This design comes from an exercise in tuning for small area on the open sky130 flow, not from production work.
The RTL of this run was laid out without a check of its function.
Power and IR drop assume default switching activity.

<file path="design/flow/config.mk">
export PLATFORM = sky130hd
export DESIGN_NAME = blram_dp_top
export DESIGN_NICKNAME = blram_dp_top
export VERILOG_FILES = /design/flow/design.v
export SDC_FILE = /design/flow/constraint.sdc
export NUM_CORES = 4
export LEC_CHECK = 0
export CAP_MARGIN = 40
export CORE_MARGIN = 2
export CORE_UTILIZATION = 35
export PLACE_DENSITY = 0.5
export SLEW_MARGIN = 40
export SYNTH_HIERARCHICAL = 1
</file>
<file path="design/flow/constraint.sdc">
create_clock -name core_clock -period 4.5 [get_ports {clk}]
set_input_delay 0.9000 -clock core_clock [delete_from_list [all_inputs] [get_ports {clk}]]
set_output_delay 0.9000 -clock core_clock [all_outputs]
set_load 0.01 [all_outputs]
</file>
<file path="design/flow/design.v">
module blram_bit (
    input  logic clk,
    input  logic sa,
    input  logic ga,
    input  logic sb,
    input  logic gb,
    input  logic sh,
    output logic q
);
    always_ff @(posedge clk) q <= ~((sa & ga) | (sb & gb) | (sh & q));
endmodule
module blram_ao3 (
    input  logic s0, d0, s1, d1, s2, d2,
    output logic y
);
    assign y = ~((s0 & d0) | (s1 & d1) | (s2 & d2));
endmodule
module blram_ao2 (
    input  logic s0, d0, s1, d1,
    output logic y
);
    assign y = ~((s0 & d0) | (s1 & d1));
endmodule
module blram_nand4 (
    input  logic a, b, c, d,
    output logic y
);
    assign y = ~(a & b & c & d);
endmodule
module blram_nand3 (
    input  logic a, b, c,
    output logic y
);
    assign y = ~(a & b & c);
endmodule
module blram_nor4 (
    input  logic a, b, c, d,
    output logic y
);
    assign y = ~(a | b | c | d);
endmodule
module blram_nor3 (
    input  logic a, b, c,
    output logic y
);
    assign y = ~(a | b | c);
endmodule
module blram_rdcol (
    input  logic [127:0] s,
    input  logic [127:0] q,
    output logic         y
);
    logic [42:0] l1;    
    logic [10:0] l2;    
    logic [2:0]  l3;    
    for (genvar g = 0; g < 42; g++) begin : g_l1
        blram_ao3 u (.s0(s[3*g]), .d0(q[3*g]), .s1(s[3*g+1]), .d1(q[3*g+1]),
                     .s2(s[3*g+2]), .d2(q[3*g+2]), .y(l1[g]));
    end
    blram_ao2 u_l1_last (.s0(s[126]), .d0(q[126]), .s1(s[127]), .d1(q[127]), .y(l1[42]));
    for (genvar g = 0; g < 10; g++) begin : g_l2
        blram_nand4 u (.a(l1[4*g]), .b(l1[4*g+1]), .c(l1[4*g+2]), .d(l1[4*g+3]), .y(l2[g]));
    end
    blram_nand3 u_l2_last (.a(l1[40]), .b(l1[41]), .c(l1[42]), .y(l2[10]));
    blram_nor4 u_l3_0 (.a(l2[0]), .b(l2[1]), .c(l2[2]), .d(l2[3]), .y(l3[0]));
    blram_nor4 u_l3_1 (.a(l2[4]), .b(l2[5]), .c(l2[6]), .d(l2[7]), .y(l3[1]));
    blram_nor3 u_l3_2 (.a(l2[8]), .b(l2[9]), .c(l2[10]), .y(l3[2]));
    blram_nand3 u_l4 (.a(l3[0]), .b(l3[1]), .c(l3[2]), .y(y));
endmodule
module blram_dp #(
    parameter int DW = 16
) (
    input  logic          clk,
    input  logic          rst,
    output logic          init_busy,
    input  logic          a_en,
    input  logic          a_we,
    input  logic [6:0]    a_addr,
    input  logic [DW-1:0] a_din,
    output logic [DW-1:0] a_dout,
    input  logic          b_en,
    input  logic          b_we,
    input  logic [6:0]    b_addr,
    input  logic [DW-1:0] b_din,
    output logic [DW-1:0] b_dout,
    output logic          collision
);
    localparam int AW    = 7;
    localparam int DEPTH = 128;
    logic          busy_q;
    logic [AW-1:0] clr_q;
    logic          ph_q;
    logic          coll_q;
    logic          a_v_q, b_v_q;
    logic [DW-1:0] a_s1_q, a_s2_q, b_s1_q, b_s2_q;
    logic          run;
    logic          a_wr, b_wr, same_addr, b_wr_eff, wa_any;
    logic [AW-1:0] pa_addr;
    logic [DW-1:0] ga, gb;
    assign run       = !busy_q;
    assign same_addr = (a_addr == b_addr);
    assign a_wr      = run && a_en && a_we;
    assign b_wr      = run && b_en && b_we;
    assign b_wr_eff  = b_wr && !(a_wr && same_addr);
    assign wa_any  = busy_q || a_wr;
    assign pa_addr = busy_q ? clr_q : a_addr;
    assign ga = {DW{wa_any}} & ((busy_q ? {DW{1'b0}} : a_din) ^ {DW{ph_q}});
    assign gb = {DW{b_wr_eff}} & (b_din ^ {DW{ph_q}});
    logic [DEPTH-1:0] ra, rb, sh;
    for (genvar w = 0; w < DEPTH; w++) begin : g_dec
        assign ra[w] = (pa_addr == AW'(w));
        assign rb[w] = (b_addr == AW'(w));
        assign sh[w] = !((ra[w] && wa_any) || (rb[w] && b_wr_eff));
    end
    logic [DEPTH*DW-1:0] mem_q;
    for (genvar w = 0; w < DEPTH; w++) begin : g_word
        for (genvar i = 0; i < DW; i++) begin : g_bit
            blram_bit u_bit (
                .clk(clk), .sa(ra[w]), .ga(ga[i]), .sb(rb[w]), .gb(gb[i]),
                .sh(sh[w]), .q(mem_q[w*DW+i])
            );
        end
    end
    logic [DW-1:0] a_raw, b_raw;
    for (genvar i = 0; i < DW; i++) begin : g_col
        logic [DEPTH-1:0] col;
        for (genvar w = 0; w < DEPTH; w++) begin : g_w
            assign col[w] = mem_q[w*DW+i];
        end
        blram_rdcol u_rda (.s(ra), .q(col), .y(a_raw[i]));
        blram_rdcol u_rdb (.s(rb), .q(col), .y(b_raw[i]));
    end
    logic [DW-1:0] a_rd, b_rd;
    assign a_rd = a_we ? a_din : (a_raw ^ {DW{ph_q}});
    assign b_rd = b_we ? ((a_wr && same_addr) ? a_din : b_din) : (b_raw ^ {DW{ph_q}});
    always_ff @(posedge clk or posedge rst) begin
        if (rst) begin
            busy_q <= 1'b1;
            clr_q  <= '0;
            ph_q   <= 1'b0;
            coll_q <= 1'b0;
            a_v_q  <= 1'b0;
            b_v_q  <= 1'b0;
            a_s1_q <= '0;
            b_s1_q <= '0;
            a_s2_q <= '0;
            b_s2_q <= '0;
        end else begin
            ph_q <= !ph_q;
            if (busy_q) begin
                clr_q <= clr_q + AW'(1);
                if (clr_q == AW'(DEPTH - 1)) busy_q <= 1'b0;
            end
            coll_q <= a_wr && b_wr && same_addr;
            a_v_q  <= run && a_en;
            b_v_q  <= run && b_en;
            if (run && a_en) a_s1_q <= a_rd;
            if (run && b_en) b_s1_q <= b_rd;
            if (a_v_q) a_s2_q <= a_s1_q;
            if (b_v_q) b_s2_q <= b_s1_q;
        end
    end
    assign init_busy = busy_q;
    assign collision = coll_q;
    assign a_dout    = a_s2_q;
    assign b_dout    = b_s2_q;
endmodule
module blram_dp_top (
    input  logic        clk,
    input  logic        rst,
    output logic        init_busy,
    input  logic        a_en,
    input  logic        a_we,
    input  logic [6:0]  a_addr,
    input  logic [15:0] a_din,
    output logic [15:0] a_dout,
    input  logic        b_en,
    input  logic        b_we,
    input  logic [6:0]  b_addr,
    input  logic [15:0] b_din,
    output logic [15:0] b_dout,
    output logic        collision
);
    blram_dp #(
        .DW(16)
    ) u_ram (
        .clk      (clk),
        .rst      (rst),
        .init_busy(init_busy),
        .a_en     (a_en),
        .a_we     (a_we),
        .a_addr   (a_addr),
        .a_din    (a_din),
        .a_dout   (a_dout),
        .b_en     (b_en),
        .b_we     (b_we),
        .b_addr   (b_addr),
        .b_din    (b_din),
        .b_dout   (b_dout),
        .collision(collision)
    );
endmodule
</file>
<file path="design/flow/run.sh">
#!/bin/bash
# synth_recipe.tcl (not shown) runs the flow's synth.tcl, then flattens the netlist and writes it again
# the make line also repeats each setting of config.mk as NAME=value (left out here)
make -C /OpenROAD-flow-scripts/flow DESIGN_CONFIG=/design/flow/config.mk WORK_HOME=/design/flow/orfs CLKGATE_MAP_FILE= SYNTH_SCRIPT=/design/flow/synth_recipe.tcl finish
</file>
==> metrics.md <==
| Metric | Value |
|---|---|
| Count of pins over their slew limit | 0 |
| Nets | 9983 |
| Die width | 500.2 um |
| Final worst-path cycle share | 1.028 |
| GP Congestion | 1.018 |
| Worst-margin pin slew | 0.9909 ns |
| Register area | 0.04291 mm2 |
| Num rows | 182 |
| IO buf count | 85 |
| Vias/cell | 7.983 |
| Final-report hold violation count | 0 |
| Die Span Y | 500.2 um |
| Skew final | 0.08817 ns |
| Final WS setup | -0.1257 ns |
| Most common flop cell mapped by yosys | dfxtp_1 |
| Critical Path RT | 5.25 ns |
| FFs w/ async S/R, synth | 0.03578 |
| Routed wl met3 | 71.12 mm |
| Total CTS buffers | 232 |
| M1 WL | 193.4 mm |
| I/O pin total | 86 |
| Post-Synthesis Cell Area | 0.08618 mm2 |
| Total Routing Usage GR | 0.3971 |
| Critical setup path kind | reg2reg |
| Clock Path Buffers | 3 |
| WP data arrival | 5.37 ns |
| Number of remaining DRC errors | 0 |
| Leak Pwr | 0.04638 uW |
| Multi-input gate area | 0.04413 mm2 |
| CTS tree | yes |
| Status | finished with violations |
| Fillers | 21538 |
| Placed cell count | 12883 |
| Total Wirelength | 526.9 mm |
| Clock Sinks | 2124 |
| CP Capture Type | flip-flop |
| Number of global-route vias before repair | 97909 |
| Syn Inst Count | 6992 |
| Final setup fails | 5 |
| Reg2reg end | u_ram.a_s1_q[0] |
| Grt ovf | 0 |
| Syn Area/Cell | 12.33 um2 |
| Highest metal used | met5 |
| # H-tree levels | 4 |
| Post-Synthesis Net Count | 7045 |
| First-pass GRT wire length | 737.0 mm |
| DR iter-0 viols | 37478 |
| Post-Layout Cell Count | 13364 |
| Initial Util | 0.3511 |
| Layout area overhead | 47.00% |
| Hold Buf Count CTS | 0 |
| Sequential element share of the synthesized area | 0.4978 |
| YS warnings | 8 |
| # Max-Cap Violations | 0 |
| Antenna Nets Post-Route | 0 |
| Worst min path class | in2async |
| Max-slew headroom | 0.3378 |
| Core footprint | 0.2455 mm2 |
| EDFF count, synth | 0 |
| Clock Latency Late Sink | 0.93 ns |
| Synth unique cells | 51 |
| Worst reg2reg startpoint | u_ram.busy_q |
| Fin util | 0.5161 |
| Final Critical Period | 4.626 ns |
| Max Clk Rate | 216.2 MHz |
| CP Max Fanout | 8 |
| PwrDens | 382.3 mW/mm2 |
| Wire per inst | 39.43 um |
| Initial antenna violation count | 19 |
| WL met2 | 221.1 mm |
| Synthesis-stage register bit count | 2124 |
| Vias | 106682 |
| CTS clk-pin slew, worst paths | 0.07 ns |
| Worst reg2reg setup slack | -0.13 ns |
| Layout cell share with drive strength beyond 1 | 0.3544 |
| Maximum VDD drop | 0.3760 mV |
| Startpoint type of the worst setup path | flip-flop |
| Unrepaired setup endpoints after global routing | true |
| Failed Checks | negative setup slack |
| HPWL after detailed placement | 363.9 mm |
| DR pass1 iterations | 23 |
| Root Buffer | clkbuf_16 |
| Largest net degree at the start of global routing | 129 |
| Die Area | 0.2502 mm2 |
| Critical Path Start | u_ram.busy_q |
| R2R depth | 17 |
| Final Power | 48430 uW |
power breakdown:
part	internal [uW]	switching, uW
clock network	11000	8600
logic	2790	2540
registers	21300	2130
final cells by class:
class,count,share of cell area
Sequential cell,2124,0.3387
Timing Repair Buffer,2800,0.2193
Tap cell,3220,0.03180
Clock inverter,80,0.007259
Clock buffer,359,0.05426
Inverter,5,0.0001580
Antenna cell,9,0.0001778
Multi-Input combinational cell,4767,0.3484
worst max-delay path by stage:
stage / to / slack (ns) / cells past startpoint
floorplan: u_ram.g_word[0].g_bit[10].u_bit.q / -0.39 / 8
global placement: u_ram.a_s1_q[8] / -1.09 / 19
detailed placement: u_ram.a_s1_q[3] / -0.82 / 19
CTS: u_ram.a_s1_q[7] / 0.006 / 18
global route: u_ram.a_s1_q[5] / -0.05 / 17
finish: u_ram.a_s1_q[0] / -0.13 / 17
stage by stage:
step                hold slack, ns  setup slack (ns)  area [um2]  setup TNS (ns)
global route                0.3719          -0.04756      126700         -0.1175
floorplan                   0.4444           -0.3899       86260         -624.52
global placement            0.4679            -1.091      118000          -15.50
finish                      0.3741           -0.1257      126700         -0.2545
detailed placement          0.4755           -0.8193      118300          -12.79
CTS                         0.3345          0.006435      126200               0
cell families (layout without fill, tap and decap cells):
family                     count (synthesis)  count (layout)  share of synthesized area
DFF                                     2124            2124                     0.4978
and+or+nand+nor                          996             996                    0.06595
xor gates and xnor gates                  77              77                   0.007826
AOI/OAI and AO/OA                       3658            3658                     0.4184
adders and majority gates                  1               1                  0.0001452
other                                      0               9                          0
muxes                                     35              35                   0.004559
buffers and inverters                    101            3244                   0.005256
state kept, by name (all words and copies together) (netlist names):
register                    cells
u_ram.a_s1_q                   16
u_ram.b_v_q                     1
u_ram.g_word.g_bit.u_bit.q   2048
u_ram.coll_q                    1
u_ram.a_v_q                     1
u_ram.ph_q                      1
u_ram.clr_q                     7
u_ram.b_s2_q                   16
u_ram.busy_q                    1
u_ram.a_s2_q                   16
u_ram.b_s1_q                   16
Yosys stat by module (local to each module, per instance), excerpt:
module | times used | cell area (um2)
blram_nor3 | 32 | 10.01
blram_ao2 | 32 | 12.51
blram_ao3 | 1344 | 10.01
blram_nor4 | 64 | 12.51
blram_nand3 | 64 | 5.005
blram_bit | 2048 | 30.03
blram_nand4 | 320 | 6.256
worst max-delay path: stages, from the launching register on:
cell and delay, ns:
dfstp_4 0.70, and3b_1 0.22, a31oi_2 0.17, buf_4 0.17, or2_2 0.20, buf_4 0.20, nor2_2 0.09, buf_12 0.14
buf_4 0.13, buf_4 0.15, a222oi_1 0.57, nand4_1 0.55, nor3_2 0.54, nand3_1 0.17, xnor2_1 0.17, nor2_1 0.06
a21oi_1 0.13, o21ai_0 0.09
placed cells by master, fill, tap and decap left out, drive strengths merged, types with 2 or more instances in the layout:
cell type	instances
o21ai	16
and2	2
and3b	9
buf	2714
a22oi	147
clkinv	65
bufinv	9
nor4	65
nand2b	7
or2	6
nor3b	8
and3	2
nor2b	22
clkdlybuf4s50	84
o21a	17
nand4	342
nor3	42
nor2	354
o211ai	16
dfxtp	2048
xor2	17
diode	9
clkinvlp	5
xnor2	60
a21oi	20
nand2	43
nand3	87
mux2	34
inv	6
clkbuf	361
o22ai	13
a32oi	31
a222oi	3392
nand3b	2
and4	2
dfrtp	75
what timing repair did:
| item | 4_1_cts | 5_1_grt |
|---|---|---|
| setup buffers | 0 | 30 |
| setup endpoints to repair | 11 | 15 |
| cloned | 0 | 1 |
| pin swaps | 1 | 20 |
| gates resized for setup | 7 | 32 |
per-layer routing:
layer / track usage / vias to the layer above
li1: - / 42444
met2: 0.5850 / 9386
met3: 0.09841 / 1508
met4: 0.2543 / 6
met5: 0 / -
met1: 0.5166 / 53338
synth_stat cells, types with 7 or more instances:
cell / n / area share
o22ai_1: 13 / 0.00094
a22oi_2: 32 / 0.0046
nor2b_1: 22 / 0.0016
a22oi_1: 115 / 0.010
a32oi_1: 31 / 0.0032
xor2_1: 17 / 0.0017
o21ai_0: 16 / 0.00093
clkbuf_1: 49 / 0.0021
mux2_2: 34 / 0.0044
nand2b_1: 7 / 0.00051
o21a_1: 17 / 0.0015
nor3b_1: 8 / 0.00070
buf_2: 35 / 0.0020
o211ai_1: 16 / 0.0014
xnor2_1: 60 / 0.0061
nor2_1: 354 / 0.015
dfxtp_1: 2048 / 0.48
a222oi_1: 3392 / 0.39
a21oi_1: 19 / 0.0011
nand3_1: 87 / 0.0051
nor3_1: 10 / 0.00058
and3b_1: 9 / 0.00091
nor4_2: 64 / 0.0093
nand2_1: 43 / 0.0019
nand4_1: 342 / 0.025
nor3_2: 32 / 0.0037
dfrtp_1: 75 / 0.022

## afterwards: timing with drivers on the ports
How much do the figures lean on ideal ports? The routed layout below was timed once more, with nothing changed but the port constraints. Step 1 (the two cells are an assumption about what drives the block):
set clk [get_ports {clk}]
set_driving_cell -lib_cell sky130_fd_sc_hd__clkbuf_16 $clk
set_driving_cell -lib_cell sky130_fd_sc_hd__buf_2 [delete_from_list [all_inputs] $clk]
Step 2 also shifts input and output timing later by t, the mid clock arrival at the registers, as if the neighbouring blocks saw the same clock. a / b / c = no drivers / after step 1 / after step 2; a / b = the first two.
shift t [ns]: 0.979
setup slack, ns: -0.126 / -0.126 / -0.928
hold slack, ns: 0.374 / 0.299 / 0.485
slew at the worst register clock pin (ns): 0.07 / 0.07
pins driven straight from the clock port: 1
For this run, drivers alone change the setup slack by 0.000 ns; drivers and shift together by -0.802 ns.
